This is an optimization exercise on Yosys and OpenROAD, whose aim is small area and a short achievable clock period, not a production implementation.
RTL that was checked went through simulation tests only; none was proved equivalent to the original.
Function not checked in run 1: the RTL went through the layout flow alone.
Power is estimated from default activity; no workload was simulated.

**config.mk**
```make
export PLATFORM = sky130hd
export DESIGN_NAME = instr_fetch_unit
export DESIGN_NICKNAME = instr_fetch_unit
export VERILOG_FILES = /design/flow/design.v
export SDC_FILE = /design/flow/constraint.sdc
export NUM_CORES = 4
export LEC_CHECK = 0
export CAP_MARGIN = 20
export CORE_MARGIN = 2
export CORE_UTILIZATION = 60
export SETUP_SLACK_MARGIN = 2.7
export SLEW_MARGIN = 20
```
**constraint.sdc**
```tcl
create_clock -name core_clock -period 5.5 [get_ports {clk}]
set_input_delay 1.1000 -clock core_clock [delete_from_list [all_inputs] [get_ports {clk}]]
set_output_delay 1.1000 -clock core_clock [all_outputs]
set_load 0.01 [all_outputs]
```
**design.v**
```verilog
package ifu_pkg;
    localparam int LOC_W = 16;
    localparam logic [3:0] OP_JMP  = 4'b0010;
    localparam logic [3:0] OP_BR   = 4'b0100;
    localparam logic [3:0] OP_MVB  = 4'b0101;
    localparam logic [3:0] OP_MVF  = 4'b0110;
    localparam logic [3:0] OP_IMM0 = 4'b1001;
    localparam logic [3:0] OP_IMM1 = 4'b1101;
    localparam logic [3:0] OP_HALT = 4'b1110;
    localparam logic [3:0] OP_EXT  = 4'b1111;
    typedef enum logic [1:0] {
        FMT_M = 2'd0,
        FMT_C = 2'd1,
        FMT_I = 2'd2,
        FMT_X = 2'd3
    } fmt_t;
    typedef struct packed {
        fmt_t             format;
        logic [3:0]       opcode;
        logic [2:0]       reg1_i;
        logic [2:0]       reg2_i;
        logic [2:0]       reg_o;
        logic [2:0]       imm;
        logic             imm_flag;
        logic [LOC_W-1:0] jmp_loc;
    } dec_t;
endpackage
module ifu_decode (
    input  logic [7:0]    instr,
    input  logic [255:0]  lbl_flat,    
    input  logic [15:0]   lbl_v,       
    output ifu_pkg::dec_t dec
);
    logic [3:0]  op;
    logic        is_c, is_i, is_x, is_mvb, is_m;
    logic [15:0] lsel;
    logic [15:0] jmp;
    assign op     = instr[7:4];
    assign is_c   = (op == ifu_pkg::OP_JMP)  || (op == ifu_pkg::OP_BR);
    assign is_i   = (op == ifu_pkg::OP_IMM0) || (op == ifu_pkg::OP_IMM1);
    assign is_x   = (op == ifu_pkg::OP_HALT) || (op == ifu_pkg::OP_EXT);
    assign is_mvb = (op == ifu_pkg::OP_MVB);
    assign is_m   = !(is_c || is_i || is_x);
    always_comb begin
        for (int i = 0; i < 16; i++) begin
            if (i >= 12) begin
                lsel[i] = lbl_v[i] && (instr[1:0] == 2'(i)) &&
                          (is_m || (is_c && instr[3:2] == 2'b11));
            end else begin
                lsel[i] = lbl_v[i] && is_c && (instr[3:0] == 4'(i));
            end
        end
        jmp = '0;
        for (int i = 0; i < 16; i++) begin
            jmp = jmp | ({16{lsel[i]}} & lbl_flat[16*i +: 16]);
        end
    end
    always_comb begin
        dec          = '0;
        dec.opcode   = op;
        dec.jmp_loc  = jmp;
        if (is_c) begin
            dec.format = ifu_pkg::FMT_C;
            dec.reg_o  = instr[0] ? 3'd3 : 3'd2;
        end else if (is_i) begin
            dec.format   = ifu_pkg::FMT_I;
            dec.reg1_i   = instr[3:1];
            dec.reg2_i   = instr[3:1] + 3'd1;
            dec.reg_o    = instr[3:1];
            dec.imm      = instr[3:1];
            dec.imm_flag = instr[0];
        end else if (is_x) begin
            dec.format = ifu_pkg::FMT_X;
        end else if (is_mvb) begin
            dec.format = ifu_pkg::FMT_M;
            dec.reg1_i = {1'b1, instr[1:0]};
            dec.reg_o  = {1'b0, instr[3:2]};
        end else begin
            dec.format = ifu_pkg::FMT_M;
            dec.reg1_i = {1'b0, instr[3:2]};
            dec.reg2_i = {1'b0, instr[3:2]} + 3'd1;
            dec.reg_o  = {1'b1, instr[1:0]};
        end
    end
endmodule
module instr_fetch_unit (
    input  logic                 clk,
    input  logic                 rst_n,
    input  logic                 start,
    input  logic [15:0]          start_pc,
    input  logic                 redirect_valid,
    input  logic [15:0]          redirect_pc,
    input  logic                 imem_we,
    input  logic [7:0]           imem_waddr,
    input  logic [7:0]           imem_wdata,
    input  logic                 lbl_we,
    input  logic [3:0]           lbl_waddr,
    input  logic [15:0]          lbl_wdata,
    output logic                 out_valid,
    input  logic                 out_ready,
    output logic [15:0]          out_pc,
    output ifu_pkg::dec_t        out_dec,
    output logic                 halted,
    output logic                 err
);
    logic [2047:0] mem;
    for (genvar r = 0; r < 256; r++) begin : g_row
        always_ff @(posedge clk) begin
            if (imem_we && imem_waddr == 8'(r)) begin
                mem[8*r +: 8] <= imem_wdata;
            end
        end
    end
    logic [255:0] lbl;
    logic [15:0]  lbl_v;
    for (genvar e = 0; e < 16; e++) begin : g_lbl
        always_ff @(posedge clk) begin
            if (lbl_we && lbl_waddr == 4'(e)) begin
                lbl[16*e +: 16] <= lbl_wdata;
            end
        end
    end
    always_ff @(posedge clk or negedge rst_n) begin
        if (!rst_n) begin
            lbl_v <= '0;
        end else if (lbl_we) begin
            lbl_v[lbl_waddr] <= 1'b1;
        end
    end
    logic        run;
    logic        fire;
    logic        ld_start, ld_redir;
    logic        is_halt;
    logic        out_en;
    logic [15:0] pc, pc_next;
    logic [15:0] lo_q, lo_d;    
    logic [15:0] hi_q, hi_d;    
    assign ld_start = !run && start;
    assign ld_redir = run && redirect_valid;
    assign fire     = run && !redirect_valid && (!out_valid || out_ready);
    assign out_en   = !out_valid || out_ready;
    assign err      = 1'b0;
    function automatic logic [15:0] onehot4(input logic [3:0] v);
        onehot4 = 16'd1 << v;
    endfunction
    always_comb begin
        if (ld_start) begin
            pc_next = start_pc;
            lo_d    = onehot4(start_pc[3:0]);
            hi_d    = onehot4(start_pc[7:4]);
        end else if (ld_redir) begin
            pc_next = redirect_pc;
            lo_d    = onehot4(redirect_pc[3:0]);
            hi_d    = onehot4(redirect_pc[7:4]);
        end else if (fire) begin
            pc_next = pc + 16'd1;
            lo_d    = {lo_q[14:0], lo_q[15]};
            hi_d    = lo_q[15] ? {hi_q[14:0], hi_q[15]} : hi_q;
        end else begin
            pc_next = pc;
            lo_d    = lo_q;
            hi_d    = hi_q;
        end
    end
    logic [127:0] col_d, col_q;
    logic         wr_col;
    logic [7:0]   instr;
    assign wr_col = imem_we && lo_d[imem_waddr[3:0]];
    always_comb begin
        for (int h = 0; h < 16; h++) begin
            col_d[8*h +: 8] = '0;
            for (int l = 0; l < 16; l++) begin
                col_d[8*h +: 8] = col_d[8*h +: 8] | ({8{lo_d[l]}} & mem[8*(16*h+l) +: 8]);
            end
            if (wr_col && imem_waddr[7:4] == 4'(h)) begin
                col_d[8*h +: 8] = imem_wdata;
            end
        end
    end
    always_comb begin
        instr = '0;
        for (int h = 0; h < 16; h++) begin
            instr = instr | ({8{hi_q[h]}} & col_q[8*h +: 8]);
        end
    end
    ifu_pkg::dec_t fetch_dec;
    ifu_decode u_decode (
        .instr    (instr),
        .lbl_flat (lbl),
        .lbl_v    (lbl_v),
        .dec      (fetch_dec)
    );
    assign is_halt = (instr[7:4] == ifu_pkg::OP_HALT);
    always_ff @(posedge clk or negedge rst_n) begin
        if (!rst_n) begin
            run       <= 1'b0;
            halted    <= 1'b0;
            out_valid <= 1'b0;
        end else begin
            if (run) begin
                run    <= !(fire && is_halt);
                halted <= fire && is_halt;
            end else begin
                run    <= start;
                halted <= halted && !start;
            end
            out_valid <= fire || (out_valid && !out_ready && !ld_redir);
        end
    end
    always_ff @(posedge clk) begin
        pc    <= pc_next;
        lo_q  <= lo_d;
        hi_q  <= hi_d;
        col_q <= col_d;
        if (out_en) begin
            out_pc  <= pc;
            out_dec <= fetch_dec;
        end
    end
endmodule
```
**run.sh**
```bash
#!/bin/bash
# synth_recipe.tcl (not shown) runs the flow's synth.tcl, then flattens the netlist and writes it again
# the make line also repeats each setting of config.mk as NAME=value (left out here)
make -C /OpenROAD-flow-scripts/flow DESIGN_CONFIG=/design/flow/config.mk WORK_HOME=/design/flow/orfs CLKGATE_MAP_FILE= SYNTH_SCRIPT=/design/flow/synth_recipe.tcl finish
```
==> impl_results.md, run 1 <==
- Total GRT Usage: about two fifths
- Max cap viols: 0
- Number of CTS-inserted buffers: approximately 240
- Vias per cell: approximately 7.0
- DRT iter0 DRCs: roughly 9.3k
- Post-synth EDFFs: 2,387
- Clk sinks: 2,550
- First-pass GRT wire length: around 440,000 um
- Minimum clock period: about 3.3 ns
- Starting Density: approximately 60%
- CTS root buf: clkbuf_16
- Post-synth ARST share: 0.745%
- Tcrit/Tclk final: between 60% and 70%
- Reg clk slew, reported paths: 0.07 ns
- Cell Area, Synth: around 94,000 um2
- Leakage: roughly 38 nW
- #FFs+latches synth: around 2.6k
- Post-Syn Nets: 5,765
- H-tree depth reported by CTS: 4
- Largest net degree at the start of global routing: 188
- Hold Crit Class: reg2reg
- Worst Tran Pin Value: about 1.2 ns
- Area overhead of the layout relative to synthesis: 24.2%
- Hold_buf cts: 0
- Routed vias: 61.0k
- Die area: between 150,000 and 200,000 um2
- Die H: roughly 400 um
- Unrepaired setup endpoints after global routing: true
- Max_slew headroom: between 15 and 20%
- Leading area contributor after synthesis: edfxtp_1
- Worst Setup Path Type: reg2reg
- Nets: 6,475
- Top-count cell post-synth: edfxtp_1
- Ys flop type: edfxtp_1
- Worst vdd ir: ~0.00045 V
- Synth unique cells: 76
- Pwr dens: ~360 nW/um2
- DRC: 0
- IO buf count: 127
- Hold Slack: ~0.47 ns
- Io pins: approximately 130
- Die Width: around 400 um
- Total grt overflow: 0
- Vias in the first global route: ~57k
- Final setup vio count: 0
- DR WL/cell: ~37 um
- Cell Rows: 145
- Drt total wl: 320,000 um
- Clk_skew: between 0.06 and 0.07 ns
- Warnings from Yosys: 2
- Commonest cells in the netlist: edfxtp_1 (2,387), a22oi_1 (606), nor2_1 (533)
- Post-DRT Antenna Nets: 0
- Post-Route Setup TNS: 0 ns
- Top-area cell type share of the netlist area: 76.3%
- CP Capture Type: flop
- TritonCTS clock tree: built
- Avg Cell Area, Syn: ~17 um2
- Worst skew pair latency: 0.90 ns
- Max Freq: between 300 and 400 MHz
- Synth area leaders: edfxtp_1 (76%), a22oi_1 (4.8%), dfxtp_1 (3.1%)
- Endpoints failing hold: 0
- CP max FO: 7
- Drt pass-1 iters: 9
- Max Slew Vio Count: 0
- Initial antenna violation count: 7
- Cells after Synth: between 5k and 6k
- CP startpoint kind: flop
- Fraction of layout cells with a size suffix above 1: 27.4%
- Data arrival time of the critical path: 3.94 ns
- CTS max path bufs: 3
- Final Wtd Congestion: between 0.9 and 1
- Hpwl dp: between 150,000 and 200,000 um
- Sequential fraction of the synthesis area: roughly 80%
- Status: finished clean
- Core area: 156,000 um2
- Worst endpoint required time: 6.13 ns
stage by stage:
stage / instance area (um2) / util [%] / std cells / power, mW / worst slack [ns]
2_1_floorplan: 94700 / - / 5679 / 23.6 / 2.21
3_3_place_gp: 99900 / 64.1 / 7799 / 25.4 / 0.304
3_5_place_dp: 99900 / 64.1 / 7799 / 25.4 / 0.321
4_1_cts: 115000 / 73.8 / 8561 / 42.2 / 2.37
5_1_grt: 117000 / 74.9 / 8653 / 43.3 / 2.19
6_report: 117000 / 74.9 / 8655 / 42.5 / 2.19
logic make-up (layout without fill, tap and decap cells):
logic type / count (synthesis) / in the layout / share of synthesized area (%)
simple gates: 1316 / 1329 / 6.63
mux: 20 / 20 / 0.229
buf+inv: 395 / 1297 / 1.64
fa+ha+maj: 11 / 11 / 0.146
flops: 2550 / 2550 / 79.8
xor+xnor: 19 / 20 / 0.177
compound gates: 1367 / 1367 / 11.3
other cells: 1 / 3 / 0.00399
worst paths after layout:
kind	endpoint	cells past startpoint	start	slack, ns
setup / recovery	out_dec[6]$_DFFE_PN_	12	hi_q[8]$_DFFE_PP_	2.19
hold / removal	lbl_v[3]$_DFFE_PN0P_	1	lbl_v[3]$_DFFE_PN0P_	0.47
setup reg to reg	out_dec[6]$_DFFE_PN_	12	hi_q[8]$_DFFE_PP_	2.19
hold reg to reg	lbl_v[3]$_DFFE_PN0P_	1	lbl_v[3]$_DFFE_PN0P_	0.47
max in group asynchronous	run$_DFF_PN0_	1	rst_n	4.11
min in group asynchronous	halted$_DFF_PN0_	1	rst_n	0.73
routing by layer:
| metal | track usage [%] | vias up | part of all wire, % |
|---|---|---|---|
| li1 | - | 24649 | - |
| met4 | 15.4 | 10 | 4.9 |
| met1 | 56.6 | 30943 | 37 |
| met3 | 9.88 | 825 | 14 |
| met2 | 59.0 | 4578 | 45 |
| met5 | 0 | - | 0.024 |
power breakdown:
group	leakage [nW]	switching, mW	total, mW	internal, mW
Sequential	23.0	0.400	22.0	21.6
Clock	3.73	7.20	16.2	9.03
Combinational	11.6	2.73	4.27	1.54
Total	38.3	10.3	42.5	32.2
registers in the layout (all words and copies together), names as in the netlist:
| name | count |
|---|---|
| out_valid | 1 |
| halted | 1 |
| out_pc | 16 |
| mem | 2048 |
| lbl | 256 |
| hi_q | 16 |
| lbl_v | 16 |
| out_dec | 35 |
| col_q | 128 |
| run | 1 |
| pc | 16 |
| lo_q | 16 |
repair_timing:
action	in CTS	in global routing
gates cloned	59	12
pin swaps	223	92
endpoints found under the setup margin	1783	965
buffers inserted	254	78
hold endpoints to repair	0	0
gates resized for setup	932	246
cell type report:
cell class | instances | area (um2)
well taps | 2058 | 2570
flip-flops and latches | 2550 | 75000
clock inverters | 126 | 1180
multi-input cells | 2748 | 21900
clock buffers | 323 | 6460
inverters | 14 | 68.8
repair buffers | 834 | 9540
diodes | 2 | 5.00
fillers | 9295 | 39100
placed cells by master, fill, tap and decap left out, types with 48 or more instances in the layout:
cell type,n
a22oi_1,572
nand4_1,134
buf_4,432
a21oi_2,62
nor2_1,209
clkdlybuf4s50_1,49
buf_6,102
nand3_1,193
clkbuf_1,72
clkinv_1,48
nor2_2,151
a21oi_1,64
dfxtp_1,144
a22o_1,180
edfxtp_1,2387
nor2_4,174
clkbuf_16,246
nand2_1,197
a222oi_1,100
a221oi_1,111
buf_12,93
dlygate4sd2_1,59
a221oi_2,72
worst max-delay path, cell delays in order, from the launching register on:
cell      delay, ns
edfxtp_1       0.54
a22o_1         0.27
a221oi_2       0.19
nand3_1        0.25
nor2_4         0.34
inv_4          0.09
ha_4           0.20
and2_4         0.18
a22oi_1        0.19
o22ai_1        0.14
or3_1          0.40
a22oi_2        0.21
nand2_1        0.08
==> inputs of run 2 (changes only) <==
--- a/design.v
+++ b/design.v
@@ -32,56 +32,46 @@
     output ifu_pkg::dec_t dec
 );
     logic [3:0]  op;
-    logic        is_c, is_i, is_x, is_mvb, is_m;
+    logic        is_c, is_i, is_x, is_mvb, is_m, is_mo;
+    logic [3:0]  lo1h;       
+    logic [3:0]  grp;        
     logic [15:0] lsel;
     logic [15:0] jmp;
     assign op     = instr[7:4];
-    assign is_c   = (op == ifu_pkg::OP_JMP)  || (op == ifu_pkg::OP_BR);
-    assign is_i   = (op == ifu_pkg::OP_IMM0) || (op == ifu_pkg::OP_IMM1);
-    assign is_x   = (op == ifu_pkg::OP_HALT) || (op == ifu_pkg::OP_EXT);
+    assign is_c   = !op[3] && !op[0] && (op[2] != op[1]);
+    assign is_i   = op[3] && !op[1] && op[0];
+    assign is_x   = op[3] && op[2] && op[1];
     assign is_mvb = (op == ifu_pkg::OP_MVB);
     assign is_m   = !(is_c || is_i || is_x);
+    assign is_mo  = is_m && !is_mvb;
+    assign lo1h = 4'd1 << instr[1:0];
+    assign grp[0] = is_c && instr[3:2] == 2'd0;
+    assign grp[1] = is_c && instr[3:2] == 2'd1;
+    assign grp[2] = is_c && instr[3:2] == 2'd2;
+    assign grp[3] = is_m || (is_c && instr[3:2] == 2'd3);
     always_comb begin
         for (int i = 0; i < 16; i++) begin
-            if (i >= 12) begin
-                lsel[i] = lbl_v[i] && (instr[1:0] == 2'(i)) &&
-                          (is_m || (is_c && instr[3:2] == 2'b11));
-            end else begin
-                lsel[i] = lbl_v[i] && is_c && (instr[3:0] == 4'(i));
-            end
+            lsel[i] = lbl_v[i] && grp[i/4] && lo1h[i%4];
         end
         jmp = '0;
         for (int i = 0; i < 16; i++) begin
             jmp = jmp | ({16{lsel[i]}} & lbl_flat[16*i +: 16]);
         end
     end
-    always_comb begin
-        dec          = '0;
-        dec.opcode   = op;
-        dec.jmp_loc  = jmp;
-        if (is_c) begin
-            dec.format = ifu_pkg::FMT_C;
-            dec.reg_o  = instr[0] ? 3'd3 : 3'd2;
-        end else if (is_i) begin
-            dec.format   = ifu_pkg::FMT_I;
-            dec.reg1_i   = instr[3:1];
-            dec.reg2_i   = instr[3:1] + 3'd1;
-            dec.reg_o    = instr[3:1];
-            dec.imm      = instr[3:1];
-            dec.imm_flag = instr[0];
-        end else if (is_x) begin
-            dec.format = ifu_pkg::FMT_X;
-        end else if (is_mvb) begin
-            dec.format = ifu_pkg::FMT_M;
-            dec.reg1_i = {1'b1, instr[1:0]};
-            dec.reg_o  = {1'b0, instr[3:2]};
-        end else begin
-            dec.format = ifu_pkg::FMT_M;
-            dec.reg1_i = {1'b0, instr[3:2]};
-            dec.reg2_i = {1'b0, instr[3:2]} + 3'd1;
-            dec.reg_o  = {1'b1, instr[1:0]};
-        end
-    end
+    assign dec.format   = ifu_pkg::fmt_t'({is_i || is_x, is_c || is_x});
+    assign dec.opcode   = op;
+    assign dec.reg1_i   = ({3{is_i}}   & instr[3:1])
+                        | ({3{is_mvb}} & {1'b1, instr[1:0]})
+                        | ({3{is_mo}}  & {1'b0, instr[3:2]});
+    assign dec.reg2_i   = ({3{is_i}}   & (instr[3:1] + 3'd1))
+                        | ({3{is_mo}}  & ({1'b0, instr[3:2]} + 3'd1));
+    assign dec.reg_o    = ({3{is_c}}   & {2'b01, instr[0]})
+                        | ({3{is_i}}   & instr[3:1])
+                        | ({3{is_mvb}} & {1'b0, instr[3:2]})
+                        | ({3{is_mo}}  & {1'b1, instr[1:0]});
+    assign dec.imm      = {3{is_i}} & instr[3:1];
+    assign dec.imm_flag = is_i && instr[0];
+    assign dec.jmp_loc  = jmp;
 endmodule
 module instr_fetch_unit (
     input  logic                 clk,
@@ -146,22 +136,24 @@
     always_comb begin
         if (ld_start) begin
             pc_next = start_pc;
-            lo_d    = onehot4(start_pc[3:0]);
-            hi_d    = onehot4(start_pc[7:4]);
         end else if (ld_redir) begin
             pc_next = redirect_pc;
-            lo_d    = onehot4(redirect_pc[3:0]);
-            hi_d    = onehot4(redirect_pc[7:4]);
         end else if (fire) begin
             pc_next = pc + 16'd1;
-            lo_d    = {lo_q[14:0], lo_q[15]};
-            hi_d    = lo_q[15] ? {hi_q[14:0], hi_q[15]} : hi_q;
         end else begin
             pc_next = pc;
-            lo_d    = lo_q;
-            hi_d    = hi_q;
-        end
-    end
+        end
+    end
+    logic hold_pc;
+    assign hold_pc = !(ld_start || ld_redir || fire);
+    assign lo_d = ({16{ld_start}} & onehot4(start_pc[3:0]))
+                | ({16{ld_redir}} & onehot4(redirect_pc[3:0]))
+                | ({16{fire}}     & {lo_q[14:0], lo_q[15]})
+                | ({16{hold_pc}}  & lo_q);
+    assign hi_d = ({16{ld_start}}             & onehot4(start_pc[7:4]))
+                | ({16{ld_redir}}             & onehot4(redirect_pc[7:4]))
+                | ({16{fire && lo_q[15]}}     & {hi_q[14:0], hi_q[15]})
+                | ({16{hold_pc || (fire && !lo_q[15])}} & hi_q);
     logic [127:0] col_d, col_q;
     logic         wr_col;
     logic [7:0]   instr;
@@ -212,9 +204,7 @@
         lo_q  <= lo_d;
         hi_q  <= hi_d;
         col_q <= col_d;
-        if (out_en) begin
-            out_pc  <= pc;
-            out_dec <= fetch_dec;
-        end
+        out_pc  <= ({16{out_en}} & pc)        | ({16{!out_en}} & out_pc);
+        out_dec <= ({35{out_en}} & fetch_dec) | ({35{!out_en}} & out_dec);
     end
 endmodule
--- a/config.mk
+++ b/config.mk
@@ -7,6 +7,6 @@
 export LEC_CHECK = 0
 export CAP_MARGIN = 20
 export CORE_MARGIN = 2
-export CORE_UTILIZATION = 60
-export SETUP_SLACK_MARGIN = 2.7
+export CORE_UTILIZATION = 55
+export SETUP_SLACK_MARGIN = 2.6
 export SLEW_MARGIN = 20
==> run 2 against run 1 <==
Compared with the run above:
- maximum frequency rose by 1.5%
- worst hold slack got worse by 0.0061 ns
- clock skew is 0.023 ns lower
==> impl_results.md, run 2 <==
- Status: finished clean
- CP Capture Type: flop
- Hold Startpoint: lbl_v[15]$_DFFE_PN0P_
- Io pins: between 100 and 150
- Endpoints failing hold: 0
- Commonest cells in the netlist: edfxtp_1 (2,371), a22oi_1 (676), nor2_1 (550)
- Fraction of layout cells with a size suffix above 1: roughly 29%
- Number of CTS-inserted buffers: roughly 280
- Routed vias: about 60k
- Pwr dens: 395 nW/um2
- Cell Area, Synth: about 94,000 um2
- #FFs+latches synth: 2,550
- Clk_skew: around 0.04 ns
- Compound-cell area share of the yosys netlist: around 12%
- Placed insts: 7,841
- Cell Int Power: 34.5 mW
- Sequential fraction of the synthesis area: 79.6%
- Total grt overflow: 0
- Drt total wl: 325,000 um
- Synthesized-area fraction occupied by and/or/nand/nor cells: approximately 5.7%
- Max Slew Vio Count: 0
- Top-count cell post-synth: edfxtp_1
- Hold path cells: 1
- Area overhead of the layout relative to synthesis: 25.3%
- Post-DRT Antenna Nets: 0
- CTS root buf: clkbuf_16
- Reg clk slew, reported paths: roughly 0.07 ns
- CP startpoint kind: flop
- Mux contribution to synthesized area: 0.194%
- Clock power frac: between 30% and 40%
- Hpwl dp: between 150,000 and 200,000 um
- Min-Delay Endpoint: lbl_v[15]$_DFFE_PN0P_
- Final Wtd Congestion: approximately 0.92
- Ys flop type: edfxtp_1
- Core area: 170,000 um2
- Worst Setup Path Type: reg2reg
- Worst R2R Path Depth: 13
- IO buf count: 127
- Post-Route Setup TNS: 0 ns
- Clk sinks: approximately 2.6k
- Vias per cell: approximately 7
- Total GRT Usage: between 30% and 40%
- Max Freq: roughly 310 MHz
- H-tree depth reported by CTS: 5
- Largest net degree at the start of global routing: 133
- Minimum clock period: approximately 3.3 ns
- Net Sw Frac: around a quarter
- Fin cells: between 8k and 9k
- DRC: 0
- Post-synth EDFFs: around 2.4k
- FILL cells: 11.0k
- Unrepaired setup endpoints after global routing: true
- Max_slew headroom: 26.9%
- Synth unique cells: 80
- Worst endpoint required time: between 6 and 7 ns
- DR WL/cell: 37.5 um
- Post-synth ARST share: less than 1%
- Initial antenna violation count: 18
- Top-area cell type share of the netlist area: between 70 and 80%
- Leakage: a little under 40 nW
- Largest family of logic cells by synthesized area: compound AO/OA/AOI/OAI gates
- TritonCTS clock tree: built
- Worst vdd ir: between 0.0004 and 0.0005 V
- Switch Pwr: about 12 mW
- Die H: ~420 um
- First-pass GRT wire length: approximately 440,000 um
- Largest registers: mem: 2048 flops, lbl: 256 flops, col_q: 128 flops
- CP max FO: 7
- Leading area contributor after synthesis: edfxtp_1
- Die Width: 417 um
- R2R setup slack: roughly 2.2 ns
- Hold Crit Class: reg2reg
- Starting Density: between 50% and 60%
- Drt pass-1 iters: 6
- Vias in the first global route: 55.8k
- Comb power frac: between 10 and 15%
- Commonest non-fill, non-tap cell in the layout: edfxtp_1
- XOR/XNOR share of the synthesized area: less than 1%
- Cell Rows: approximately 150
- Worst Tran Pin Value: approximately 1.1 ns
- Nets: ~6.3k
- Post-Syn Nets: ~5.7k
- Worst skew pair latency: ~0.93 ns
- CTS max path bufs: 4
- Worst Slack Setup Final: between 2 and 2.5 ns
- Most flops, register: mem
- Avg Cell Area, Syn: 16.7 um2
- Sequential share of power: around half
- Place WS: around 0.43 ns
- Final Util: 69.5%
- Hold_buf cts: 0
- Tcrit/Tclk final: about 59%
- Max cap viols: 0
- Die area: about 170,000 um2
- Cells after Synth: between 5k and 6k
- Post-synthesis adder-cell area fraction: less than 1%
- Warnings from Yosys: 2
- Synth area leaders: edfxtp_1 (76%), a22oi_1 (5.4%), dfxtp_1 (3.4%)
- Most frequent cells in the layout: edfxtp_1 (2,371), a22oi_1 (611), buf_4 (328)
- Data arrival time of the critical path: 3.91 ns
- Final setup vio count: 0
- DRT iter0 DRCs: roughly 9.5k
- Worst r2r src: hi_q[0]$_DFF_P_
- Max reg flops: between 2k and 2.5k
## run 2: cell count changes after synthesis, sizes merged, moves of 12 or more
cell and delta:
a221o +30, a221oi +34, a222oi -86, a22o +81
a22oi +73, a311oi -16, buf +12, clkbuf -19
dfxtp +16, edfxtp -16, nand2 -94, nand4 -51
nor2 +17
## run 2: cell families after synthesis
logic type      Yosys count
xor+xnor                 20
other cells               1
compound gates         1499
buf+inv                 395
simple gates           1125
fa+ha+maj                11
flops                  2550
mux                      17
## run 2: area by class of cell
cell class / instances / area (um2) / area share, %
Clock buffer: 357 / 7420 / 6.30
Inverter: 21 / 83.8 / 0.0711
Multi-Input combinational cell: 2692 / 23000 / 19.5
Tap cell: 2218 / 2780 / 2.36
Clock inverter: 105 / 806 / 0.684
Antenna cell: 14 / 35.0 / 0.0297
Timing Repair Buffer: 712 / 8790 / 7.46
Sequential cell: 2550 / 74900 / 63.6
## run 2: worst max-delay path by stage
stage | from | to | slack (ns) | depth (start not counted)
final | hi_q[0]$_DFF_P_ | flop | 2.24 | 13
after global routing | hi_q[0]$_DFF_P_ | flop | 2.19 | 13
after CTS | hi_q[0]$_DFF_P_ | flop | 2.32 | 13
after detailed placement | redirect_valid | col_q[74]$_DFF_P_ | 0.43 | 10
after global placement | redirect_valid | col_q[72]$_DFF_P_ | 0.48 | 10
after floorplan | out_ready | col_q[72]$_DFF_P_ | 2.12 | 10
## run 2: worst max-delay path: stages (launching register included)
cell	delay, ns
dfxtp_4	0.38
buf_6	0.13
a22oi_2	0.26
nand4_1	0.19
nor2_4	0.31
inv_2	0.10
ha_4	0.22
and2_4	0.21
a22o_1	0.26
a21oi_2	0.15
o22ai_1	0.10
a221o_1	0.29
a211oi_2	0.28
nand3_1	0.10
## run 2: routing by layer
metal	track usage (%)	share of wire [%]	vias up
met5	0	0.012	-
met4	13.6	4.4	6
met3	9.46	13	761
met2	53.0	45	4353
met1	51.2	38	31084
li1	-	-	24267
## run 2: repair_timing
action                     in CTS  in global routing
gates resized for setup       934                524
setup buffers                 180                 87
hold endpoints to repair        0                  0
pin swaps                     297                347
setup endpoints to repair    1873               1397
cloned                         57                 28
## run 2: stage by stage
stage | area, um2 | hold slack [ns] | total power [mW]
2_1_floorplan | 94300 | 0.420 | 25.0
3_3_place_gp | 99300 | 0.433 | 27.4
3_5_place_dp | 99300 | 0.437 | 27.4
4_1_cts | 114000 | 0.454 | 45.6
5_1_grt | 118000 | 0.468 | 47.5
6_report | 118000 | 0.460 | 46.5
## run 2: power groups by stage
stage	Combinational [mW]	Clock [mW]	Sequential, mW
final	6.72	17.4	22.4
after floorplan	2.47	0	22.5
after global placement	4.64	0	22.8
after CTS	5.86	17.4	22.4
after detailed placement	4.70	0	22.7
after global routing	6.91	18.2	22.4
==> inputs of run 3 (changes only) <==
--- a/design.v
+++ b/design.v
@@ -33,9 +33,6 @@
 );
     logic [3:0]  op;
     logic        is_c, is_i, is_x, is_mvb, is_m, is_mo;
-    logic [3:0]  lo1h;       
-    logic [3:0]  grp;        
-    logic [15:0] lsel;
     logic [15:0] jmp;
     assign op     = instr[7:4];
     assign is_c   = !op[3] && !op[0] && (op[2] != op[1]);
@@ -44,19 +41,24 @@
     assign is_mvb = (op == ifu_pkg::OP_MVB);
     assign is_m   = !(is_c || is_i || is_x);
     assign is_mo  = is_m && !is_mvb;
-    assign lo1h = 4'd1 << instr[1:0];
-    assign grp[0] = is_c && instr[3:2] == 2'd0;
-    assign grp[1] = is_c && instr[3:2] == 2'd1;
-    assign grp[2] = is_c && instr[3:2] == 2'd2;
-    assign grp[3] = is_m || (is_c && instr[3:2] == 2'd3);
-    always_comb begin
-        for (int i = 0; i < 16; i++) begin
-            lsel[i] = lbl_v[i] && grp[i/4] && lo1h[i%4];
-        end
-        jmp = '0;
-        for (int i = 0; i < 16; i++) begin
-            jmp = jmp | ({16{lsel[i]}} & lbl_flat[16*i +: 16]);
-        end
+    logic        lbl_use;
+    logic [1:0]  gsel;
+    logic [15:0] g_val [4];
+    logic [3:0]  g_v;
+    logic [15:0] e_val;
+    logic        e_v;
+    assign lbl_use = is_c || is_m;
+    assign gsel    = is_c ? instr[3:2] : 2'b11;
+    always_comb begin
+        for (int g = 0; g < 4; g++) begin
+            g_val[g] = instr[1] ? (instr[0] ? lbl_flat[16*(4*g+3) +: 16] : lbl_flat[16*(4*g+2) +: 16])
+                                : (instr[0] ? lbl_flat[16*(4*g+1) +: 16] : lbl_flat[16*(4*g+0) +: 16]);
+            g_v[g]   = instr[1] ? (instr[0] ? lbl_v[4*g+3] : lbl_v[4*g+2])
+                                : (instr[0] ? lbl_v[4*g+1] : lbl_v[4*g+0]);
+        end
+        e_val = gsel[1] ? (gsel[0] ? g_val[3] : g_val[2]) : (gsel[0] ? g_val[1] : g_val[0]);
+        e_v   = gsel[1] ? (gsel[0] ? g_v[3]   : g_v[2])   : (gsel[0] ? g_v[1]   : g_v[0]);
+        jmp   = {16{lbl_use && e_v}} & e_val;
     end
     assign dec.format   = ifu_pkg::fmt_t'({is_i || is_x, is_c || is_x});
     assign dec.opcode   = op;
@@ -157,7 +159,15 @@
     logic [127:0] col_d, col_q;
     logic         wr_col;
     logic [7:0]   instr;
-    assign wr_col = imem_we && lo_d[imem_waddr[3:0]];
+    logic [3:0] wlo;
+    logic       m_start, m_redir, m_inc, m_hold;
+    assign wlo     = imem_waddr[3:0];
+    assign m_start = (start_pc[3:0] == wlo);
+    assign m_redir = (redirect_pc[3:0] == wlo);
+    assign m_inc   = lo_q[wlo - 4'd1];
+    assign m_hold  = lo_q[wlo];
+    assign wr_col  = imem_we && ((ld_start && m_start) || (ld_redir && m_redir) ||
+                                 (fire && m_inc) || (hold_pc && m_hold));
     always_comb begin
         for (int h = 0; h < 16; h++) begin
             col_d[8*h +: 8] = '0;
--- a/config.mk
+++ b/config.mk
@@ -8,5 +8,7 @@
 export CAP_MARGIN = 20
 export CORE_MARGIN = 2
 export CORE_UTILIZATION = 55
+export CTS_CLUSTER_DIAMETER = 80
+export CTS_CLUSTER_SIZE = 20
 export SETUP_SLACK_MARGIN = 2.6
 export SLEW_MARGIN = 20
==> run 3 against run 2 <==
Compared with the run above:
- global-route usage shrank 2.7 points
- setup slack gained 0.13 ns
- sequential power is essentially flat
==> impl_results.md, run 3 <==
- Status: finished clean
- Cell Rows: 152
- Post-Route Setup TNS: 0 ns
- Vias per cell: a little under 7
- Worst skew pair latency: about 0.85 ns
- H-tree depth reported by CTS: 4
- Final setup vio count: 0
- Cell Area, Synth: 94,800 um2
- Placed insts: roughly 7.8k
- Worst Setup Path Type: reg2reg
- Ys flop type: edfxtp_1
- Max Freq: 319 MHz
- Sequential fraction of the synthesis area: 79.0%
- Avg Cell Area, Syn: around 18 um2
- Cells after Synth: between 5k and 6k
- Leakage: between 30 and 40 nW
- DR WL/cell: around 37 um
- Top-count cell post-synth: edfxtp_1
- Largest net degree at the start of global routing: 140
- Area overhead of the layout relative to synthesis: 17.2%
- Tcrit/Tclk final: 57.0%
- Commonest non-fill, non-tap cell in the layout: edfxtp_1
- Warnings from Yosys: 3
- CTS root buf: clkbuf_16
- Number of CTS-inserted buffers: roughly 150
- Max reg flops: approximately 2k
- Most frequent cells in the layout: edfxtp_1 (2,371), a22o_1 (431), buf_4 (352)
- Drt total wl: about 300,000 um
- Post-DRT Antenna Nets: 0
- Die Width: about 420 um
- Reg clk slew, reported paths: around 0.090 ns
- Nets: 5,915
- IO buf count: 127
- Vias in the first global route: roughly 52k
- Total GRT Usage: between 30% and 40%
- CP Capture Type: flop
- Worst vdd ir: around 0.00032 V
- CP startpoint kind: flop
- TritonCTS clock tree: built
- Total grt overflow: 0
- Synth unique cells: 72
- Clk sinks: about 2.6k
- Worst path cell trace: buf_6 > a221oi_4 > and4_4 > buf_6 > mux2_4 > or3_4 > a31oi_4 > buf_12 > buf_16 > nor3_1
- Core area: 171,000 um2
- Data arrival time of the critical path: ~3.7 ns
- Io pins: 129
- Die area: 176,000 um2
- Hpwl dp: approximately 170,000 um
- Max Slew Vio Count: 0
- Initial antenna violation count: 4
- Max_slew headroom: 18.8%
- Worst Tran Pin Value: ~1.2 ns
- Largest registers: mem: 2048 flops, lbl: 256 flops, col_q: 128 flops
- Unrepaired setup endpoints after global routing: true
- Max cap viols: 0
- CP dominant cell by count: buf_6
- CP max FO: 8
- Fraction of layout cells with a size suffix above 1: 21.7%
- DRT iter0 DRCs: about 8.4k
- First-pass GRT wire length: 407,000 um
- Leading area contributor after synthesis: edfxtp_1
- DRC: 0
- Routed vias: ~57k
- Worst endpoint required time: 6.09 ns
- Most flops, register: mem
- Post-synth EDFFs: around 2.4k
- Top-area cell type share of the netlist area: between 70 and 80%
- Final Wtd Congestion: ~0.9
- Post-Syn Nets: around 5.5k
- Starting Density: roughly 55%
- Hold Crit Class: reg2reg
- Pwr dens: between 300 and 400 nW/um2
- Fin cells: between 8k and 9k
- CP peak stage delay: 0.48 ns
- Post-synth ARST share: less than 1%
- #FFs+latches synth: between 2k and 3k
- Hold_buf cts: 0
- Endpoints failing hold: 0
- Commonest cells in the netlist: edfxtp_1 (2,371), a22o_1 (441), nor2_1 (422)
- Synth area leaders: edfxtp_1 (75%), a22o_1 (4.1%), a221oi_1 (3.8%)
- Die H: ~420 um
- Drt pass-1 iters: 6
- CP max-delay cell: a221oi_4
- Clk_skew: ~0.034 ns
- CTS max path bufs: 3
- Minimum clock period: 3.14 ns
[run 3: cell types whose count changed in the layout (fill, tap and decap cells not counted), moves of 94 or more]
cell	previous run	this run
a221oi_1	49	233
a22o_1	261	431
a22oi_1	611	264
a41oi_1	0	94
and3_1	23	121
clkbuf_16	299	171
mux2i_1	6	195
nand3_1	146	29
nor2_1	169	270
nor2_2	179	73
nor2_4	203	79
[run 3: through the flow]
step	instance area (um2)	setup slack, ns	hold slack (ns)	power, mW	utilization (%)
global placement	101000	0.894	0.436	27.8	59.2
global route	111000	2.32	0.472	41.7	64.9
floorplan	96200	2.20	0.422	25.5	-
finish	111000	2.36	0.459	40.7	64.9
CTS	109000	2.45	0.464	40.4	63.6
detailed placement	102000	0.764	0.444	27.8	59.3
[run 3: kinds of logic (layout without fill, tap and decap cells)]
| family | Yosys count | after routing | synth area share (%) |
|---|---|---|---|
| flip-flops | 2550 | 2550 | 79.0 |
| AO/OA/AOI/OAI | 1391 | 1392 | 12.3 |
| AND/OR/NAND/NOR | 786 | 797 | 3.88 |
| buffers and inverters | 399 | 934 | 1.92 |
| multiplexers | 226 | 226 | 2.56 |
| XOR/XNOR | 24 | 24 | 0.241 |
| adder cells (fa/ha/maj) | 13 | 13 | 0.172 |
| other | 1 | 2 | 0.00396 |
[run 3: critical path, delay by kind of cell, from the launching register on]
kind | cells | cell delay [ns]
AOI/OAI and AO/OA | 2 | 0.69
DFF | 1 | 0.41
muxes | 1 | 0.31
and+or+nand+nor | 3 | 0.81
buffers and inverters | 4 | 0.65
[run 3: repair_timing]
item,CTS,global route
cloned,36,26
pin swaps,66,44
resized for setup,374,241
buffers inserted,89,59
endpoints found under the setup margin,1571,731
[run 3: cell type report]
cell class / instances / area (um2)
antenna: 1 / 2.50
clock buffer: 237 / 4150
clock inverter: 23 / 199
fill: 11797 / 60200
inverter: 21 / 90.1
multi-input combinational: 2453 / 21400
sequential: 2550 / 74900
tap: 2310 / 2890
timing repair buffer: 653 / 7460
[run 3: metal layers]
| metal | global-route usage (%) | share of wire, % | vias to the layer above |
|---|---|---|---|
| li1 | - | - | 23184 |
| met2 | 51.1 | 46 | 3546 |
| met1 | 47.7 | 39 | 29281 |
| met4 | 10.5 | 3.7 | 0 |
| met3 | 6.55 | 11 | 531 |
| met5 | 0 | 0 | - |
[run 3: path summary, 6_finish.rpt]
kind,from,slack [ns],depth (start not counted),to
worst min register to register,lbl_v[5]$_DFFE_PN0P_,0.46,1,lbl_v[5]$_DFFE_PN0P_
worst min-delay path,lbl_v[5]$_DFFE_PN0P_,0.46,1,lbl_v[5]$_DFFE_PN0P_
worst max register to register,hi_q[4]$_DFF_P_,2.36,10,flop
min in group asynchronous,rst_n,0.78,1,lbl_v[5]$_DFFE_PN0P_
max in group asynchronous,rst_n,4.09,1,run$_DFF_PN0_
worst max-delay path,hi_q[4]$_DFF_P_,2.36,10,flop
[run 3: where the power goes]
group	internal [mW]	switching (mW)
sequential	21.8	0.581
combinational	3.06	3.72
clock	5.26	6.22
total	30.2	10.5
==> inputs of run 4 (changes only) <==
--- a/config.mk
+++ b/config.mk
@@ -5,10 +5,11 @@
 export SDC_FILE = /design/flow/constraint.sdc
 export NUM_CORES = 4
 export LEC_CHECK = 0
+export ABC_AREA = 1
 export CAP_MARGIN = 20
 export CORE_MARGIN = 2
 export CORE_UTILIZATION = 55
 export CTS_CLUSTER_DIAMETER = 80
 export CTS_CLUSTER_SIZE = 20
-export SETUP_SLACK_MARGIN = 2.6
+export SETUP_SLACK_MARGIN = 2.9
 export SLEW_MARGIN = 20
==> run 4 against run 3 <==
Compared with the run above:
- non-clock buffer count decreased by 49
- area after synthesis increased by 5.5%
- final cell count increased by 41%
- register-to-register slack improved by 0.37 ns
- flip-flop and latch count unchanged
- count of clock-buffer cells in the layout increased by 8
- highest routed layer is now met5
==> impl_results.md, run 4 <==
- Most frequent cells in the layout: nand2_1 (3,770), edfxtp_1 (2,371), nor2_1 (522)
- FILL cells: around 14k
- Data arrival time of the critical path: ~3.5 ns
- Pwr dens: a little over 400 nW/um2
- CP startpoint kind: flop
- Clk sinks: 2,550
- Nets: ~9k
- Vias in the first global route: 63.5k
- Worst Tran Pin Value: ~1.2 ns
- Top-count cell post-synth: nand2_1
- Post-Syn Nets: between 8k and 9k
- Vias per cell: roughly 5.9
- Drt total wl: about 350,000 um
- Post-synth ARST share: less than 1%
- Post-Route Setup TNS: 0 ns
- Most crowded layer after global routing: met2
- DRC: 0
- Minimum clock period: between 2 and 3 ns
- Endpoints failing hold: 0
- Core area: about 180,000 um2
- Fraction of layout cells with a size suffix above 1: roughly 14%
- DRT iter0 DRCs: between 10k and 15k
- Max_slew headroom: 23.1%
- Worst path cell trace: nand2_1 > nand2_1 > nor2_4 > nand2_2 > nor2_4 > buf_12 > buf_16 > nor2_1 > o21ai_0 > nand3_2 > nand3_2 > nand2_4 > nor2_4
- Top-area cell type share of the netlist area: 71.2%
- #FFs+latches synth: ~2.6k
- Place WS: 0.731 ns
- DR WL/cell: ~30 um
- Worst Setup Path Type: reg2reg
- Hpwl dp: 180,000 um
- Max cap viols: 0
- Tcrit/Tclk final: between 50% and 60%
- Area overhead of the layout relative to synthesis: 17.5%
- Max Slew Vio Count: 0
- Worst Slack Setup Final: around 2.7 ns
- Commonest non-fill, non-tap cell in the layout: nand2_1
- CTS root buf: clkbuf_16
- Reg clk slew, reported paths: 0.08 ns
- Die Width: 430 um
- M3 GR Usage: 6.84%
- Starting Density: ~55%
- CP max FO: 60
- Io pins: approximately 130
- CTS max path bufs: 3
- Mux contribution to synthesized area: 0%
- Most flops, register: mem
- Final Wtd Congestion: around 0.9
- Total grt overflow: 0
- Largest family of logic cells by synthesized area: simple AND/OR/NAND/NOR gates
- Leakage: 43.4 nW
- Die H: 430 um
- CP max-delay cell: dfxtp_4
- Synthesized-area fraction occupied by and/or/nand/nor cells: between 20% and 30%
- Synth unique cells: 40
- Met1 usage: approximately half
- Final setup vio count: 0
- CP peak stage delay: between 0.4 and 0.5 ns
- TritonCTS clock tree: built
- Hold Crit Class: in2async
- CP dominant cell by count: nor2_4
- Drt pass-1 iters: 6
- Post-DRT Antenna Nets: 0
- CP Capture Type: flop
- Met2 GRT Util: between 50 and 60%
- Max Freq: roughly 360 MHz
- Routed vias: about 69k
- Leading area contributor after synthesis: edfxtp_1
- IO buf count: 127
- Max reg flops: 2,048
- Number of CTS-inserted buffers: between 100 and 150
- Ys flop type: edfxtp_1
- Die area: roughly 190,000 um2
- Initial antenna violation count: 20
- Cells after Synth: ~8.7k
- Commonest cells in the netlist: nand2_1 (3,874), edfxtp_1 (2,371), nor2_1 (881)
- Worst skew pair latency: between 0.8 and 0.9 ns
- First-pass GRT wire length: approximately 480,000 um
- Post-synth EDFFs: 2,371
- Sequential fraction of the synthesis area: between 70% and 80%
- Largest registers: mem: 2048 flops, lbl: 256 flops, col_q: 128 flops
- Total GRT Usage: a little over a third
- Compound-cell area share of the yosys netlist: 1.12%
- Top delay family on crit path: simple AND/OR/NAND/NOR gates
- Hold_buf cts: 0
- Avg Cell Area, Syn: between 10 and 15 um2
- Post-synthesis adder-cell area fraction: less than 1%
- Worst vdd ir: 0.000363 V
- H-tree depth reported by CTS: 4
- Unrepaired setup endpoints after global routing: true
- Bufs and invs on worst path: 2
- Status: finished clean
- Cell Area, Synth: about 100,000 um2
- Cell Rows: 156
- XOR/XNOR share of the synthesized area: 0.149%
- Worst endpoint required time: slightly above 6 ns
- Synth area leaders: edfxtp_1 (71%), nand2_1 (15%), nor2_1 (3.3%)
- Clk_skew: 0.0408 ns
- Largest net degree at the start of global routing: 123
- Warnings from Yosys: 3
run 4: cells by family (layout without fill, tap and decap cells):
family | after synthesis | after routing
flops | 2550 | 2550
fa+ha+maj | 13 | 13
simple gates | 5388 | 5394
xor+xnor | 17 | 17
compound gates | 208 | 208
buf+inv | 564 | 1049
other cells | 1 | 8
run 4: timing repair:
action	CTS	global route
pin swaps	106	94
endpoints found under the hold margin	0	0
gates resized for setup	648	238
gates cloned	67	20
setup buffers	198	21
endpoints found under the setup margin	2268	1034
run 4: area by class of cell:
class	instances	area (um2)	share of cell area, %
Tap cell	2370	2970	2.52
Inverter	188	820	0.697
Sequential cell	2550	74900	63.8
Multi-Input combinational cell	5633	26000	22.1
Clock buffer	245	4180	3.56
Clock inverter	12	170	0.145
Timing Repair Buffer	604	8400	7.15
Antenna cell	7	17.5	0.0149
run 4: layer usage:
| metal | part of all wire (%) | wire [um] | up-vias |
|---|---|---|---|
| met5 | 0.0066 | 23 | - |
| met1 | 38 | 132000 | 34091 |
| li1 | - | - | 30136 |
| met2 | 46 | 159000 | 4108 |
| met3 | 12 | 41800 | 664 |
| met4 | 4.5 | 15600 | 4 |
run 4: stage by stage:
| stage | total power, mW | hold WS [ns] | instance area [um2] | cells | util [%] |
|---|---|---|---|---|---|
| global placement | 33.1 | 0.441 | 106000 | 11039 | 58.7 |
| floorplan | 29.0 | 0.426 | 102000 | 8741 | - |
| finish | 48.2 | 0.213 | 118000 | 11609 | 65.0 |
| global route | 49.6 | 0.244 | 117000 | 11604 | 65.0 |
| detailed placement | 33.1 | 0.446 | 106000 | 11039 | 58.7 |
| CTS | 47.2 | 0.467 | 116000 | 11561 | 64.3 |
run 4: final timing paths:
check	from	to	slack, ns	cells past startpoint
hold reg to reg	pc[3]$_DFFE_PP_	flop	0.47	0
max in group asynchronous	rst_n	lbl_v[2]$_DFFE_PN0P_	4.92	1
hold / removal	rst_n	halted$_DFF_PN0_	0.21	1
setup reg to reg	hi_q[0]$_DFF_P_	flop	2.73	13
setup / recovery	hi_q[0]$_DFF_P_	flop	2.73	13
min in group core_clock	pc[3]$_DFFE_PP_	flop	0.47	0
run 4: where the power goes:
group	switching (mW)	internal (mW)
logic	9.05	4.64
clock network	6.33	5.39
registers	0.575	22.2
run 4: worst reg2reg max path, delay by kind of cell, from the launching register on:
family | cells | cell delay [ns]
buf+inv | 2 | 0.40
flops | 1 | 0.44
simple gates | 10 | 1.53
compound gates | 1 | 0.26
==> inputs of run 5 (changes only) <==
--- a/design.v
+++ b/design.v
@@ -124,7 +124,7 @@
     logic        ld_start, ld_redir;
     logic        is_halt;
     logic        out_en;
-    logic [15:0] pc, pc_next;
+    logic [7:0]  pc, pc_next;
     logic [15:0] lo_q, lo_d;    
     logic [15:0] hi_q, hi_d;    
     assign ld_start = !run && start;
@@ -137,15 +137,23 @@
     endfunction
     always_comb begin
         if (ld_start) begin
-            pc_next = start_pc;
+            pc_next = start_pc[15:8];
         end else if (ld_redir) begin
-            pc_next = redirect_pc;
-        end else if (fire) begin
-            pc_next = pc + 16'd1;
+            pc_next = redirect_pc[15:8];
+        end else if (fire && lo_q[15] && hi_q[15]) begin
+            pc_next = pc + 8'd1;
         end else begin
             pc_next = pc;
         end
     end
+    function automatic logic [3:0] enc4(input logic [15:0] oh);
+        enc4 = '0;
+        for (int i = 0; i < 16; i++) begin
+            enc4 = enc4 | ({4{oh[i]}} & 4'(i));
+        end
+    endfunction
+    logic [15:0] pc_full;
+    assign pc_full = {pc, enc4(hi_q), enc4(lo_q)};
     logic hold_pc;
     assign hold_pc = !(ld_start || ld_redir || fire);
     assign lo_d = ({16{ld_start}} & onehot4(start_pc[3:0]))
@@ -214,7 +222,7 @@
         lo_q  <= lo_d;
         hi_q  <= hi_d;
         col_q <= col_d;
-        out_pc  <= ({16{out_en}} & pc)        | ({16{!out_en}} & out_pc);
+        out_pc  <= ({16{out_en}} & pc_full)   | ({16{!out_en}} & out_pc);
         out_dec <= ({35{out_en}} & fetch_dec) | ({35{!out_en}} & out_dec);
     end
 endmodule
==> run 5 against run 4 <==
Compared with the run above:
- sequential power about the same
- still clean
- worst hold slack improved by 0.014 ns
- power shrank 1.3%
- setup slack improved by 0.055 ns
- sequential share of layout area increased by 0.16 points
- combinational power fell by 4%
==> impl_results.md, run 5 <==
- Clk_skew: roughly 0.036 ns
- Nets: roughly 9k
- Fraction of layout cells with a size suffix above 1: between 15 and 20%
- Worst Tran Pin Value: 1.32 ns
- Vias in the first global route: ~62k
- Avg Cell Area, Syn: between 10 and 15 um2
- Worst path depth: 11
- Minimum clock period: ~2.7 ns
- Max Freq: between 300 and 400 MHz
- Post-DRT Antenna Nets: 0
- Commonest non-fill, non-tap cell in the layout: nand2_1
- Final Wtd Congestion: roughly 0.93
- Post-Syn Nets: between 8k and 9k
- Area overhead of the layout relative to synthesis: 17.9%
- CP Capture Type: flop
- Worst r2r src: hi_q[13]$_DFF_P_
- Die Width: 429 um
- Data arrival time of the critical path: around 3.3 ns
- Die H: around 430 um
- R2R setup slack: 2.79 ns
- Max cap viols: 0
- Top-count cell post-synth: nand2_1
- Most crowded layer after global routing: met2
- Met2 GRT Util: between 50% and 60%
- H-tree depth reported by CTS: 4
- Synth unique cells: 40
- Largest net degree at the start of global routing: about 150
- First-pass GRT wire length: approximately 460,000 um
- Fin cells: around 11k
- CTS max path bufs: 3
- Number of CTS-inserted buffers: between 100 and 150
- Worst endpoint required time: a little over 6 ns
- Worst path cell trace: nand2_4 > nand4_1 > nor2_4 > nand2_4 > nor2_4 > nand4_1 > buf_12 > nand2_1 > nand3_4 > nand3_4 > nor2_1
- Final setup vio count: 0
- Core area: roughly 180,000 um2
- Ys flop type: edfxtp_1
- Max Slew Vio Count: 0
- IO buf count: between 100 and 150
- Total GRT Usage: 35.7%
- Endpoints failing hold: 0
- Post-synth EDFFs: around 2.4k
- CTS root buf: clkbuf_16
- Clk sinks: ~2.5k
- Synth area leaders: edfxtp_1 (72%), nand2_1 (14%), nor2_1 (3.3%)
- Most frequent cells in the layout: nand2_1 (3,574), edfxtp_1 (2,363), nor2_1 (484)
- DRC: 0
- TritonCTS clock tree: built
- Status: finished clean
- DRT iter0 DRCs: about 10k
- CP peak stage delay: between 0.4 and 0.5 ns
- M3 GR Usage: under 10%
- Placed insts: roughly 11k
- Pwr dens: roughly 400 nW/um2
- CP max FO: 8
- Cell Area, Synth: 99,100 um2
- DR WL/cell: between 30 and 40 um
- Worst skew pair latency: 0.85 ns
- Die area: roughly 180,000 um2
- Max_slew headroom: 12.3%
- CP startpoint kind: flop
- Top delay family on crit path: simple AND/OR/NAND/NOR gates
- Starting Density: 55.4%
- Drt pass-1 iters: 8
- Worst vdd ir: 0.000282 V
- Largest registers: mem: 2048 flops, lbl: 256 flops, col_q: 128 flops
- Worst Setup Path Type: reg2reg
- Routed vias: 68.6k
- Total grt overflow: 0
- Warnings from Yosys: 3
- Hold Slack: between 0.2 and 0.25 ns
- Max reg flops: around 2.0k
- Hold Crit Class: in2async
- Leading area contributor after synthesis: edfxtp_1
- Io pins: 129
- Top-area cell type share of the netlist area: around 70%
- Drt total wl: ~350,000 um
- Post-Route Setup TNS: 0 ns
- Met1 usage: roughly 52%
- Reg clk slew, reported paths: 0.09 ns
- Leakage: 42.8 nW
- Worst setup path startpoint: hi_q[13]$_DFF_P_
- Cells after Synth: 8,498
- Initial antenna violation count: 13
- Commonest cells in the netlist: nand2_1 (3,702), edfxtp_1 (2,363), nor2_1 (880)
- Bufs and invs on worst path: 1
- Hold_buf cts: 0
- Cell Rows: 155
- CP max-delay cell: dfxtp_4
- #FFs+latches synth: 2,542
- Post-synth ARST share: less than 1%
- Hpwl dp: ~190,000 um
- Worst R2R Path Depth: 11
- Sequential fraction of the synthesis area: approximately three quarters
- Vias per cell: around 6
- Unrepaired setup endpoints after global routing: true
- Most flops, register: mem
- Tcrit/Tclk final: approximately half
[run 5: cell types whose count changed in the layout (fill, tap and decap cells not counted), moves of 20 or more]
cell       before   now
nand3_2        75    31
clkbuf_16     171   201
nor2_2        103   139
nand2_1      3770  3574
nand2_4        21    41
nand4_1        92   202
buf_4         232   260
o21ai_2        21     0
o21ai_1        60    18
inv_1         156   107
nor2_1        522   484
[run 5: area by class of cell]
class / count / area (um2)
sequential: 2542 / 74700
fill: 13465 / 62000
multi-input combinational: 5454 / 25400
timing repair buffer: 656 / 8770
clock buffer: 242 / 4200
tap: 2355 / 2950
inverter: 138 / 608
clock inverter: 13 / 149
antenna: 14 / 35.0
timing repair inverter: 1 / 8.76
[run 5: power breakdown]
group          total, mW  internal [mW]  leakage (nW)  switching (mW)
clock               11.7           5.37          2.08            6.32
combinational       13.1           4.32          17.9            8.75
sequential          22.8           22.1          22.9           0.697
[run 5: worst min path at each step]
stage | cells past startpoint | endpoint | startpoint | slack (ns)
finish | 1 | lbl_v[4]$_DFFE_PN0P_ | rst_n | 0.23
global route | 1 | lbl_v[4]$_DFFE_PN0P_ | rst_n | 0.24
CTS | 0 | flop | pc[4]$_DFFE_PP_ | 0.46
detailed placement | 0 | flop | pc[4]$_DFFE_PP_ | 0.44
global placement | 0 | flop | pc[4]$_DFFE_PP_ | 0.43
floorplan | 0 | flop | pc[4]$_DFFE_PP_ | 0.43
[run 5: kinds of logic after synthesis]
kind of cell / Yosys count / synth area share, %
other cells: 1 / 0.00378
compound gates: 150 / 0.843
buf+inv: 503 / 2.39
fa+ha+maj: 13 / 0.164
flops: 2542 / 75.3
xor+xnor: 7 / 0.0618
simple gates: 5282 / 21.2
[run 5: metal layers]
metal  share of wire, %  wire length (um)
met5              0.012                44
met4                4.4             15600
met3                 13             44900
met2                 45            157000
met1                 38            135000
[run 5: worst reg2reg max path, cell delays in order, from the launching register on]
cell,delay [ns]
dfxtp_4,0.41
nand2_4,0.12
nand4_1,0.33
nor2_4,0.29
nand2_4,0.13
nor2_4,0.16
nand4_1,0.20
buf_12,0.20
nand2_1,0.10
nand3_4,0.15
nand3_4,0.25
nor2_1,0.10
[run 5: timing repair]
action	in CTS	in global routing
resized for setup	658	389
setup endpoints to repair	2291	1277
gates cloned	29	56
pin swaps	67	185
buffers inserted	144	72
[run 5: stage by stage]
stage          utilization, %  worst slack, ns  area [um2]  power [mW]
3_5_place_dp             58.6            0.578      105000        32.8
6_report                 65.3             2.79      117000        47.5
5_1_grt                  65.3             2.75      117000        48.9
3_3_place_gp             58.6            0.521      105000        32.8
2_1_floorplan               -             2.69      100000        28.5
4_1_cts                  63.4             2.84      113000        45.8
==> inputs of run 6 (changes only) <==
--- a/config.mk
+++ b/config.mk
@@ -9,7 +9,7 @@
 export CAP_MARGIN = 20
 export CORE_MARGIN = 2
 export CORE_UTILIZATION = 55
-export CTS_CLUSTER_DIAMETER = 80
-export CTS_CLUSTER_SIZE = 20
+export CTS_CLUSTER_DIAMETER = 90
+export CTS_CLUSTER_SIZE = 25
 export SETUP_SLACK_MARGIN = 2.9
 export SLEW_MARGIN = 20
==> run 6 against run 5 <==
Compared with the run above:
- still clean
- via count up 0.32%
- first-iteration DRC count up 2.4%
- flip-flop and latch count unchanged
- clock skew down 0.0050 ns
- routed wire length up 0.96%
- setup slack better by 0.019 ns
- area after synthesis unchanged
- critical path depth up 3
- largest power group unchanged
==> impl_results.md, run 6 <==
- Clock power frac: ~23%
- CP peak stage delay: between 0.4 and 0.5 ns
- Synth area leaders: edfxtp_1 (72%), nand2_1 (14%), nor2_1 (3.3%)
- FILL cells: roughly 14k
- DRC: 0
- Final Wtd Congestion: between 0.9 and 1
- Die Width: 429 um
- Clk sinks: about 2.5k
- Avg Cell Area, Syn: ~12 um2
- Starting Density: between 50 and 60%
- Drt pass-1 iters: 6
- Routed vias: just under 70k
- TritonCTS clock tree: built
- Final setup vio count: 0
- CP Capture Type: flop
- Worst endpoint required time: approximately 6.1 ns
- Worst Setup Path Type: reg2reg
- Final Cell Area: approximately 120,000 um2
- DR WL/cell: 31.2 um
- Fraction of layout cells with a size suffix above 1: 14.2%
- CP max FO: 8
- Worst vdd ir: ~0.00031 V
- Reg clk slew, reported paths: roughly 0.1 ns
- Clk_skew: between 0.03 and 0.04 ns
- Max Slew Vio Count: 0
- Max_slew headroom: between 20% and 30%
- Fin cells: approximately 11k
- Max reg flops: just over 2k
- Worst path depth: 14
- Commonest cells in the netlist: nand2_1 (3,702), edfxtp_1 (2,363), nor2_1 (880)
- Sequential share of power: about 49%
- Core area: 179,000 um2
- Most frequent cells in the layout: nand2_1 (3,615), edfxtp_1 (2,363), nor2_1 (535)
- Drt total wl: 356,000 um
- Nets: 9,013
- Hold_buf cts: 0
- Warnings from Yosys: 3
- Status: finished clean
- Tcrit/Tclk final: around 50%
- Leakage: 42.4 nW
- Leading area contributor after synthesis: edfxtp_1
- Minimum clock period: 2.69 ns
- Vias per cell: about 6.0
- Most flops, register: mem
- H-tree depth reported by CTS: 3
- Top-count cell post-synth: nand2_1
- Initial antenna violation count: 22
- Commonest non-fill, non-tap cell in the layout: nand2_1
- CP max-delay cell: dfxtp_4
- Total grt overflow: 0
- CTS root buf: clkbuf_16
- Synth unique cells: 40
- Largest net degree at the start of global routing: 145
- Die area: between 150,000 and 200,000 um2
- Net Sw Frac: roughly a third
- Max cap viols: 0
- Ys flop type: edfxtp_1
- Comb power frac: 28.4%
- Pwr dens: between 400 and 500 nW/um2
- CP startpoint kind: flop
- Io pins: 129
- Post-Syn Nets: about 8.6k
- R2R setup slack: roughly 2.8 ns
- FF/Latch Area: roughly 75,000 um2
- Die H: between 400 and 500 um
- Top-area cell type share of the netlist area: a little over 70%
- Post-synth ARST share: 0.747%
- Top delay family on crit path: simple AND/OR/NAND/NOR gates
- Cell Int Power: just over 30 mW
- Area overhead of the layout relative to synthesis: 17.1%
- Cell Area, Synth: about 99,000 um2
- Cells after Synth: approximately 8.5k
- Unrepaired setup endpoints after global routing: true
- Number of CTS-inserted buffers: between 100 and 150
- CTS max path bufs: 3
- Data arrival time of the critical path: 3.26 ns
- Switch Pwr: around 16 mW
- #FFs+latches synth: between 2k and 3k
- Multi-input logic area: 25,000 um2
- Hpwl dp: roughly 190,000 um
- Largest registers: mem: 2048 flops, lbl: 256 flops, col_q: 128 flops
- DRT iter0 DRCs: around 11k
- First-pass GRT wire length: approximately 470,000 um
- Placed insts: approximately 11k
- Sequential fraction of the synthesis area: between 70% and 80%
- Vias in the first global route: 62.2k
- Post-synth EDFFs: ~2.4k
- Worst Tran Pin Value: between 1 and 1.5 ns
- Hold Crit Class: in2async
- Endpoints failing hold: 0
- Total GRT Usage: about 36%
- Worst skew pair latency: about 0.83 ns
- Post-DRT Antenna Nets: 0
- Worst path cell trace: buf_8 > nand2_2 > nand2_2 > nor2_4 > nand4_1 > nor2_4 > buf_12 > nand4_1 > buf_6 > buf_12 > nand2_4 > nand3_4 > nand3_4 > nor2_2
- Placement Cell Area: 105,000 um2
- Cell Rows: ~160
- Max Freq: about 370 MHz
- Worst R2R Path Depth: 14
- Bufs and invs on worst path: 4
- Post-Route Setup TNS: 0 ns
- IO buf count: 127
==> run 6: logic make-up after synthesis <==
logic type,synth area share (%)
compound gates,0.843
xor+xnor,0.0618
fa+ha+maj,0.164
buf+inv,2.39
flops,75.3
other cells,0.00378
simple gates,21.2
==> run 6: layer usage <==
metal / routed length [um] / GRT usage [%] / up-vias / share of wire, %
li1: - / - / 29668 / -
met1: 134000 / 52.3 / 33791 / 38
met2: 158000 / 54.7 / 4541 / 44
met3: 46000 / 7.45 / 781 / 13
met4: 17700 / 14.6 / 16 / 5.0
met5: 108 / 0 / - / 0.030
==> run 6: final timing paths <==
path                                        from                  end
worst max-delay path            hi_q[12]$_DFF_P_                 flop
worst min-delay path                       rst_n  out_valid$_DFF_PN0_
worst max register to register  hi_q[12]$_DFF_P_                 flop
worst min register to register   pc[4]$_DFFE_PP_                 flop
max in group asynchronous                  rst_n        run$_DFF_PN0_
min in group core_clock          pc[4]$_DFFE_PP_                 flop
==> run 6: power by group through the flow <==
stage          sequential (mW)  clock (mW)  combinational, mW
5_1_grt                   22.8        11.1               13.9
2_1_floorplan             22.8           0               5.73
6_report                  22.8        10.5               13.2
3_5_place_dp              23.1           0               9.70
4_1_cts                   22.7        10.5               11.5
3_3_place_gp              23.2           0               9.63
==> run 6: layout make-up <==
class | instances | share of cell area, %
antenna | 14 | 0.0302
clock buffer | 195 | 2.88
clock inverter | 27 | 0.245
inverter | 138 | 0.543
multi-input combinational | 5455 | 21.5
sequential | 2542 | 64.3
tap | 2355 | 2.54
timing repair buffer | 670 | 7.91
timing repair inverter | 1 | 0.00970
==> run 6: repair_timing <==
action / 4_1_cts / 5_1_grt
hold endpoints to repair: 0 / 0
gates resized for setup: 673 / 257
buffers inserted: 170 / 58
endpoints found under the setup margin: 2293 / 1010
pin swaps: 84 / 81
gates cloned: 42 / 46
==> run 6: stage by stage <==
step	util (%)	setup slack [ns]	hold WS, ns	power, mW
2_1_floorplan	-	2.69	0.426	28.5
4_1_cts	63.5	2.87	0.462	44.8
3_3_place_gp	58.6	0.521	0.430	32.8
3_5_place_dp	58.6	0.578	0.437	32.8
5_1_grt	64.9	2.82	0.263	47.8
6_report	64.9	2.81	0.262	46.5

## afterwards: timing with drivers on the ports
No port has a modelled driver above. Below, the same layouts with a new extraction and two added sets of constraints. Step 1 assumes that a clkbuf_16 drives the clock port and a buf_2 every other input. Step 2 times the ports against the registers' clock, not the clock port: input delays grow and output delays shrink by t, the midpoint of the rising clock arrivals with the driver on. a / b / c = no drivers / after step 1 / after step 2; a / b = the first two.
| run | t, ns | slack for setup (ns) | hold slack, ns |
|---|---|---|---|
| run 1 | 0.957 | 2.188 / 2.188 / 1.421 | 0.466 / 0.466 / 0.466 |
| run 2 | 0.995 | 2.236 / 2.236 / 1.421 | 0.460 / 0.460 / 0.460 |
| run 3 | 0.923 | 2.364 / 2.364 / 1.659 | 0.459 / 0.459 / 0.459 |
| run 4 | 0.920 | 2.733 / 2.733 / 1.995 | 0.213 / 0.149 / 0.469 |
| run 5 | 0.932 | 2.787 / 2.718 / 1.785 | 0.227 / 0.154 / 0.455 |
| run 6 | 0.911 | 2.806 / 2.685 / 1.774 | 0.262 / 0.186 / 0.460 |
After both steps setup and hold are still met in every run listed. For run 6, which loses most, drivers alone change the setup slack by -0.121 ns; drivers and shift together by -1.032 ns.
